What follows belongs to an exercise in optimizing a design on an open flow for a short achievable clock period and few clock cycles per item; a production flow would make more cautious choices.
Function not checked in this run: the RTL went through the layout flow alone.
Power and IR drop assume default switching activity.

[flow/constraint.sdc]
create_clock -name core_clock -period 8.0 [get_ports {clk}]
set_input_delay 1.6000 -clock core_clock [delete_from_list [all_inputs] [get_ports {clk}]]
set_output_delay 1.6000 -clock core_clock [all_outputs]
set_load 0.01 [all_outputs]
[flow/config.mk]
export PLATFORM = sky130hd
export DESIGN_NAME = rv_core_top
export DESIGN_NICKNAME = rv_core_top
export VERILOG_FILES = /design/flow/design.v
export SDC_FILE = /design/flow/constraint.sdc
export NUM_CORES = 4
export LEC_CHECK = 0
export ABC_CLOCK_PERIOD_IN_PS = 2500
export CAP_MARGIN = 20
export CORE_MARGIN = 2
export CORE_UTILIZATION = 45
export PLACE_DENSITY = 0.6
export SETUP_SLACK_MARGIN = 5
export SLEW_MARGIN = 20
export TNS_END_PERCENT = 100
[flow/run.sh]
#!/bin/bash
# synth_recipe.tcl (not shown) runs the flow's synth.tcl, then flattens the netlist and writes it again
# the make line also repeats each setting of config.mk as NAME=value (left out here)
make -C /OpenROAD-flow-scripts/flow DESIGN_CONFIG=/design/flow/config.mk WORK_HOME=/design/flow/orfs CLKGATE_MAP_FILE= SYNTH_SCRIPT=/design/flow/synth_recipe.tcl finish
[flow/design.v]
package rv_core_pkg;
	localparam int XLEN       = 32;
	localparam int REG_ADDR_W = 5;
	localparam logic [XLEN-1:0] RESET_PC = 32'h0000_0000;
	localparam logic [6:0] OPC_RTYPE  = 7'b0110011;
	localparam logic [6:0] OPC_ITYPE  = 7'b0010011;
	localparam logic [6:0] OPC_LUI    = 7'b0110111;
	localparam logic [6:0] OPC_LOAD   = 7'b0000011;
	localparam logic [6:0] OPC_STORE  = 7'b0100011;
	localparam logic [6:0] OPC_BRANCH = 7'b1100011;
	localparam logic [6:0] OPC_JAL    = 7'b1101111;
	localparam logic [6:0] OPC_JALR   = 7'b1100111;
	localparam int ALU_OP_W = 3;
	localparam logic [ALU_OP_W-1:0] ALU_ADD = 3'd0;
	localparam logic [ALU_OP_W-1:0] ALU_SUB = 3'd1;
	localparam logic [ALU_OP_W-1:0] ALU_AND = 3'd2;
	localparam logic [ALU_OP_W-1:0] ALU_OR  = 3'd3;
	localparam logic [ALU_OP_W-1:0] ALU_SLT = 3'd4;
	localparam logic [1:0] SRC_A_OLD_PC = 2'd0;
	localparam logic [1:0] SRC_A_RS1    = 2'd1;
	localparam logic [1:0] SRC_A_PC     = 2'd2;
	localparam logic [1:0] SRC_B_RS2  = 2'd0;
	localparam logic [1:0] SRC_B_FOUR = 2'd1;
	localparam logic [1:0] SRC_B_IMM  = 2'd2;
	localparam logic [1:0] WB_RESULT = 2'd0;
	localparam logic [1:0] WB_PC     = 2'd1;
	localparam logic [1:0] WB_MEM    = 2'd2;
	localparam logic [1:0] WB_IMM    = 2'd3;
	localparam int STG_W = 3;
	localparam logic [STG_W-1:0] STG_FETCH     = 3'd0;
	localparam logic [STG_W-1:0] STG_DECODE    = 3'd1;
	localparam logic [STG_W-1:0] STG_EXECUTE   = 3'd2;
	localparam logic [STG_W-1:0] STG_MEM       = 3'd3;
	localparam logic [STG_W-1:0] STG_WRITEBACK = 3'd4;
	typedef union packed {
		struct packed {
			logic [6:0] funct7;
			logic [4:0] rs2;
			logic [4:0] rs1;
			logic [2:0] funct3;
			logic [4:0] rd;
			logic [6:0] opcode;
		} r;
		struct packed {
			logic [11:0] imm;
			logic [4:0]  rs1;
			logic [2:0]  funct3;
			logic [4:0]  rd;
			logic [6:0]  opcode;
		} i;
		struct packed {
			logic [6:0] imm_hi;
			logic [4:0] rs2;
			logic [4:0] rs1;
			logic [2:0] funct3;
			logic [4:0] imm_lo;
			logic [6:0] opcode;
		} s;
		struct packed {
			logic [19:0] imm;
			logic [4:0]  rd;
			logic [6:0]  opcode;
		} u;
	} instr_u;
endpackage
`timescale 1ns/1ps
module rv_core_top (
	input  logic                         clk,
	input  logic                         i_rst_n,
	output logic                         o_wb_cyc,
	output logic                         o_wb_stb,
	output logic                         o_wb_we,
	output logic [rv_core_pkg::XLEN-1:0] o_wb_adr,
	output logic [rv_core_pkg::XLEN-1:0] o_wb_dat,
	input  logic [rv_core_pkg::XLEN-1:0] i_wb_dat,
	input  logic                         i_wb_ack
);
	logic        stb_q;
	logic        we_q;
	logic        data_q;    
	logic        boot_q;    
	logic [31:0] adr_q;
	logic [31:0] dat_q;
	logic [31:0] rpc_q;     
	logic [4:0]  ld_rd_q;
	logic        ld_q;
	assign o_wb_cyc = stb_q;
	assign o_wb_stb = stb_q;
	assign o_wb_we  = we_q;
	assign o_wb_adr = adr_q;
	assign o_wb_dat = dat_q;
	logic        f_ack;     
	logic        m_ack;     
	logic [6:0]  f_opc;
	logic        f_seq;
	logic [31:0] adr_p4;
	assign f_ack  = stb_q & i_wb_ack & ~data_q;
	assign m_ack  = stb_q & i_wb_ack & data_q;
	assign f_opc  = i_wb_dat[6:0];
	assign f_seq  = ~(f_opc == rv_core_pkg::OPC_LOAD || f_opc == rv_core_pkg::OPC_STORE || f_opc == rv_core_pkg::OPC_BRANCH ||
		f_opc == rv_core_pkg::OPC_JAL || f_opc == rv_core_pkg::OPC_JALR);
	assign adr_p4 = adr_q + 32'd4;
	logic        d_v;
	logic [31:0] d_ir;
	logic [31:0] d_pc;
	logic [31:0] d_pc4;
	logic [31:0] regs [1:31];
	logic [6:0]  d_opc;
	logic [4:0]  d_rs1, d_rs2, d_rd;
	logic [31:0] d_rv1, d_rv2;
	logic [31:0] d_imm_i, d_imm_s, d_imm_b, d_imm_j, d_imm_u;
	logic [31:0] d_jal_tgt;
	logic        d_jal;
	assign d_opc = d_ir[6:0];
	assign d_rd  = d_ir[11:7];
	assign d_rs1 = d_ir[19:15];
	assign d_rs2 = d_ir[24:20];
	assign d_imm_i = {{20{d_ir[31]}}, d_ir[31:20]};
	assign d_imm_s = {{20{d_ir[31]}}, d_ir[31:25], d_ir[11:7]};
	assign d_imm_b = {{20{d_ir[31]}}, d_ir[7], d_ir[30:25], d_ir[11:8], 1'b0};
	assign d_imm_j = {{12{d_ir[31]}}, d_ir[19:12], d_ir[20], d_ir[30:21], 1'b0};
	assign d_imm_u = {d_ir[31:12], 12'b0};
	assign d_jal_tgt = d_pc + d_imm_j;
	assign d_jal = d_v & (d_opc == rv_core_pkg::OPC_JAL);
	logic        x_v;
	logic [31:0] x_a, x_b, x_imm, x_pc4, x_btgt;
	logic        x_fa, x_fb;        
	logic        x_useimm, x_sub;
	logic [2:0]  x_fn;              
	logic        x_we;
	logic [4:0]  x_rd;
	logic        x_br, x_jalr, x_ls, x_st;
	logic        w_we;
	logic [4:0]  w_rd;
	logic [31:0] w_res;
	always_comb begin
		d_rv1 = (d_rs1 == 5'd0) ? 32'd0 : regs[d_rs1];
		d_rv2 = (d_rs2 == 5'd0) ? 32'd0 : regs[d_rs2];
		if (w_we && w_rd == d_rs1)
			d_rv1 = w_res;
		if (w_we && w_rd == d_rs2)
			d_rv2 = w_res;
	end
	logic [31:0] x_opa, x_opb, x_addb, x_sum, x_res;
	logic        x_eq, x_lt;
	assign x_opa  = x_fa ? w_res : x_a;
	assign x_opb  = x_fb ? w_res : x_b;
	assign x_addb = x_useimm ? x_imm : x_opb;
	assign x_sum  = x_opa + (x_sub ? ~x_addb : x_addb) + {31'd0, x_sub};
	assign x_eq   = (x_opa == x_opb);
	assign x_lt   = (x_opa[31] != x_opb[31]) ? x_opa[31] : x_sum[31];
	always_comb begin
		case (x_fn)
			3'd1:    x_res = {31'd0, x_lt};
			3'd2:    x_res = x_opa | x_opb;
			3'd3:    x_res = x_opa & x_opb;
			3'd4:    x_res = x_imm;
			3'd5:    x_res = x_pc4;
			default: x_res = x_sum;
		endcase
	end
	always_ff @(posedge clk) begin
		if (w_we)
			regs[w_rd] <= w_res;
	end
	always_ff @(posedge clk) begin
		d_ir  <= i_wb_dat;
		d_pc  <= adr_q;
		d_pc4 <= adr_p4;
		x_a      <= d_rv1;
		x_b      <= d_rv2;
		x_pc4    <= d_pc4;
		x_btgt   <= d_pc + d_imm_b;
		x_rd     <= d_rd;
		x_fa     <= x_we && x_rd == d_rs1;
		x_fb     <= x_we && x_rd == d_rs2;
		x_useimm <= (d_opc != rv_core_pkg::OPC_RTYPE);
		x_sub    <= (d_opc == rv_core_pkg::OPC_RTYPE) && (d_ir[14:12] == 3'b010 ||
			(d_ir[14:12] == 3'b000 && d_ir[30]));
		x_imm    <= (d_opc == rv_core_pkg::OPC_STORE) ? d_imm_s : (d_opc == rv_core_pkg::OPC_LUI) ? d_imm_u : d_imm_i;
		if (d_opc == rv_core_pkg::OPC_RTYPE)
			case (d_ir[14:12])
				3'b010:  x_fn <= 3'd1;
				3'b110:  x_fn <= 3'd2;
				3'b111:  x_fn <= 3'd3;
				default: x_fn <= 3'd0;
			endcase
		else if (d_opc == rv_core_pkg::OPC_LUI)
			x_fn <= 3'd4;
		else if (d_opc == rv_core_pkg::OPC_JAL || d_opc == rv_core_pkg::OPC_JALR)
			x_fn <= 3'd5;
		else
			x_fn <= 3'd0;
		x_br   <= (d_opc == rv_core_pkg::OPC_BRANCH);
		x_jalr <= (d_opc == rv_core_pkg::OPC_JALR);
		x_ls   <= (d_opc == rv_core_pkg::OPC_LOAD || d_opc == rv_core_pkg::OPC_STORE);
		x_st   <= (d_opc == rv_core_pkg::OPC_STORE);
		w_rd  <= m_ack ? ld_rd_q : x_rd;
		w_res <= m_ack ? i_wb_dat : x_res;
		if (!i_rst_n) begin
			d_v  <= 1'b0;
			x_v  <= 1'b0;
			x_we <= 1'b0;
			w_we <= 1'b0;
		end else begin
			d_v  <= f_ack;
			x_v  <= d_v;
			x_we <= d_v && d_rd != 5'd0 && (d_opc == rv_core_pkg::OPC_RTYPE || d_opc == rv_core_pkg::OPC_ITYPE ||
				d_opc == rv_core_pkg::OPC_LUI || d_opc == rv_core_pkg::OPC_JAL || d_opc == rv_core_pkg::OPC_JALR);
			w_we <= m_ack ? (ld_q && ld_rd_q != 5'd0) : x_we;
		end
	end
	always_ff @(posedge clk) begin
		if (!i_rst_n) begin
			stb_q  <= 1'b0;
			we_q   <= 1'b0;
			data_q <= 1'b0;
			boot_q <= 1'b1;
			adr_q  <= rv_core_pkg::RESET_PC;
		end else begin
			boot_q <= 1'b0;
			if (boot_q)
				stb_q <= 1'b1;
			if (f_ack) begin
				stb_q <= f_seq;
				adr_q <= adr_p4;
			end
			if (m_ack) begin
				stb_q  <= 1'b1;
				we_q   <= 1'b0;
				data_q <= 1'b0;
				adr_q  <= rpc_q;
			end
			if (d_jal) begin
				stb_q <= 1'b1;
				adr_q <= d_jal_tgt;
			end
			if (x_v && x_br) begin
				stb_q <= 1'b1;
				adr_q <= x_eq ? x_btgt : x_pc4;
			end
			if (x_v && x_jalr) begin
				stb_q <= 1'b1;
				adr_q <= x_sum;
			end
			if (x_v && x_ls) begin
				stb_q  <= 1'b1;
				we_q   <= x_st;
				data_q <= 1'b1;
				adr_q  <= x_sum;
			end
		end
		if (x_v && x_ls) begin
			dat_q   <= x_opb;
			rpc_q   <= x_pc4;
			ld_rd_q <= x_rd;
			ld_q    <= ~x_st;
		end
	end
endmodule
==> notes.md <==
MaxCap Viol Count 0; worst path cell trace buf_4, mux2_2, mux2i_1, xnor2_1, ha_2, nor4_1, o21ai_1, a21o_1, a31o_1, nor2_4, o21ai_4, a211o_1, a2111o_1, a221o_1, o21ai_2; H-tree depth 4; Worst Path Required 8.71 ns; Synth Area in Adders 2.67%; Final Setup Violations 0; achievable clock frequency 257 MHz; critical path capture point type register; clk slew on worst S/H paths approximately 0.06 ns; CTS tree yes; area grow syn2layout 16.8%; Fin. Hold Viols 0; status complete, no violations; drt first-iter violations 5157; CP peak stage delay ~0.45 ns; EDFF count, synth about 1100; Worst Path Arrival 4.60 ns; post-route ant nets 0; total negative slack 0 ns; Final period util 48.6%; total clock buffers created by CTS 152; pwr/cell area between 200 and 250 mW/mm^2; mux contribution to synthesized area a little over a fifth; clock latency (worst-skew pair) a little over 0.8 ns; main combinational cell family by area after synthesis multiplexers; Final min period between 3 and 4 ns; Hold Path Depth 0; Root Buffer clkbuf_16; GRT overflow 0; largest cells by area after synthesis edfxtp_1, mux4_2, dfxtp_1; total track usage 28.7%; Die ar. 0.152 sq mm; Die Ht approximately 390 um; Final Max Slew Viols 0; core footprint 0.148 sq mm; Post-Route Skew 0.0382 ns; Via density around 6.4; post-synthesis xor/xnor area fraction 2.11%; largest net degree at the start of global routing 90; final hold slack 0.312 ns; worst slew pin tran 1.15 ns; CTS sink count 1408; prevailing post-synth register cell edfxtp_1; Port Buf Inserts slightly above 100; stages on the worst setup path 15; slowest stage cell, crit path dfxtp_4; CP top delay family compound AO/OA/AOI/OAI gates; via count 43600; leakage approximately 27 nW; maximum vdd drop 0.240 mV; Core Rows 141; Post-synth ARST share 0%; drt wl/cell 32.4 um; I/O Pins about 100; sequential area share after synthesis 58.0%; top-count cell post-synth edfxtp_1; CP Class reg -> reg; Clock Tree Buf Depth 3; Initial Utilization between 40 and 50%; initial antenna violation count 6; r2r setup slk 4.11 ns; Commonest cells post-synth edfxtp_1, mux4_2, dfxtp_1; library cells used by synthesis 94; Mapped Avg Cell Area 14.7 sq um; Synth Area in Compound Gates 8.32%; RSZ-0062 raised after global routing true; Worst setup SP type register; NumNets Final about 4900; synth warn 1; mapped cell area 0.0669 sq mm; final WL 220000 um; RePlAce Congestion ~0.9; Hold/Removal Path Class reg -> reg; final core utilization 53.0%; simple-gate share of the synthesized area ~5%; Max FO, Critical Path 7; Die W 390 um; Critical path buffers and inverters 1; gate count of the mapped netlist 4547; number of global-route vias before repair 42600; post-synth top area cell edfxtp_1; DRC 0; layout cells sized above 1 between 20% and 30%; Yosys reg bits 1408; 1st-pass router iterations 6; detailed placement HPWL roughly 130000 um; Slew HR between 20 and 25%; top-area cell type share of the netlist area 47.6%; Syn Nets 4723; first-pass GRT wire length 311000 um; R2R depth 15
==> metal layers <==
layer,vias up,wire [um],share of wire [%],GRT usage (%)
met5,-,30,0.014,0
met4,4,9210,4.2,11.3
met3,422,17200,7.8,4.41
met2,2180,106000,48,46.8
met1,22600,88200,40,38.7
li1,18400,-,-,-
==> cell type report <==
cell class	instances	area, sq um
Clock inverter	62	674
Antenna cell	1	2.50
Timing Repair Buffer	367	3470
Clock buffer	211	4230
Inverter	102	384
Sequential cell	1408	39100
Tap cell	1930	2410
Fill cell	11900	69400
Multi-Input combinational cell	2725	27900
==> final timing paths <==
path | from | to
worst max-delay path | x_fb$_DFF_P_ | w_res[31]$_DFF_P_
worst min-delay path | d_pc4[3]$_DFF_P_ | x_pc4[3]$_DFF_P_
worst min register to register | d_pc4[3]$_DFF_P_ | x_pc4[3]$_DFF_P_
worst max register to register | x_fb$_DFF_P_ | w_res[31]$_DFF_P_
==> logic make-up after synthesis <==
| group | after synthesis |
|---|---|
| AND/OR/NAND/NOR | 746 |
| AO/OA/AOI/OAI | 838 |
| XOR/XNOR | 161 |
| buffers and inverters | 416 |
| multiplexers | 837 |
| adder cells (fa/ha/maj) | 141 |
| flip-flops | 1408 |
==> repair_timing <==
| item | CTS | global route |
|---|---|---|
| setup buffers | 115 | 40 |
| hold buffers | 0 | 0 |
| resized for setup | 530 | 126 |
| pin swaps | 63 | 96 |
| gates cloned | 8 | 2 |
| endpoints found under the setup margin | 272 | 108 |
==> placed cells by master, fill, tap and decap left out, drive strengths merged, types with 12 or more instances in the layout <==
master,n
a21oi,254
a32o,26
mux2,34
bufinv,12
edfxtp,1062
o21ai,150
nand2b,28
nand3,39
mux4,473
nor2,260
nor3,35
nand4,13
a221oi,42
and2,18
ha,138
a31oi,12
buf,324
xor2,55
a211oi,55
a21o,69
xnor2,106
a2bb2oi,16
dfxtp,346
clkbuf,213
and3,23
o22ai,15
clkinv,42
nor4,21
nor2b,17
clkdlybuf4s50,34
o21bai,14
o211ai,47
o221ai,17
mux2i,330
a22oi,58
nand2,252
inv,105
==> power by group <==
group	switching, mW	leakage [nW]	internal (mW)
registers	0.695	12.5	8.63
logic	1.24	12.5	0.956
clock network	2.96	2.38	4.08
==> registers in the layout, summed over array words and instances, names as in the netlist, 3 cells and up <==
register / cells
x_btgt: 32
d_ir: 32
x_imm: 32
d_pc4: 32
x_rd: 5
regs: 992
x_pc4: 31
adr_q: 32
w_rd: 5
dat_q: 32
d_pc: 30
w_res: 32
x_a: 32
ld_rd_q: 5
x_b: 32
rpc_q: 32
x_fn: 3
==> per-stage QoR <==
step           instances  area, sq um  total power [mW]  worst slack, ns
4_1_cts             6762        77300              18.4             4.09
3_3_place_gp        6366        70400              11.2             3.47
5_1_grt             6805        78200              19.1             4.06
2_1_floorplan       4547        67100              10.3             4.53
3_5_place_dp        6366        70400              11.2             3.37
6_report            6806        78200              18.6             4.11

re-timing with driven ports:
The flow's constraints put no driver on any port. The routed layout listed below was extracted and timed again, unchanged, in two steps.
Step 1 sets driving cells, clkbuf_16 on the clock port and buf_2 on the other inputs (assumed; they add their load-dependent delay and slew).
Step 2, shift: input delay + t, output delay - t, t = (earliest + latest rising clock arrival at the registers) / 2. This alone moves slack from input paths to output paths.
Three values: ideal ports, drivers, drivers and shift; two values: the first two.
shift t [ns]: 0.879
setup WS [ns]: 4.112 / 4.112 / 4.004
pins driven straight from the clock port: 1
After both steps setup and hold are still met in this run. The setup slack of this run moves by 0.000 ns with the drivers and by -0.108 ns with both steps.
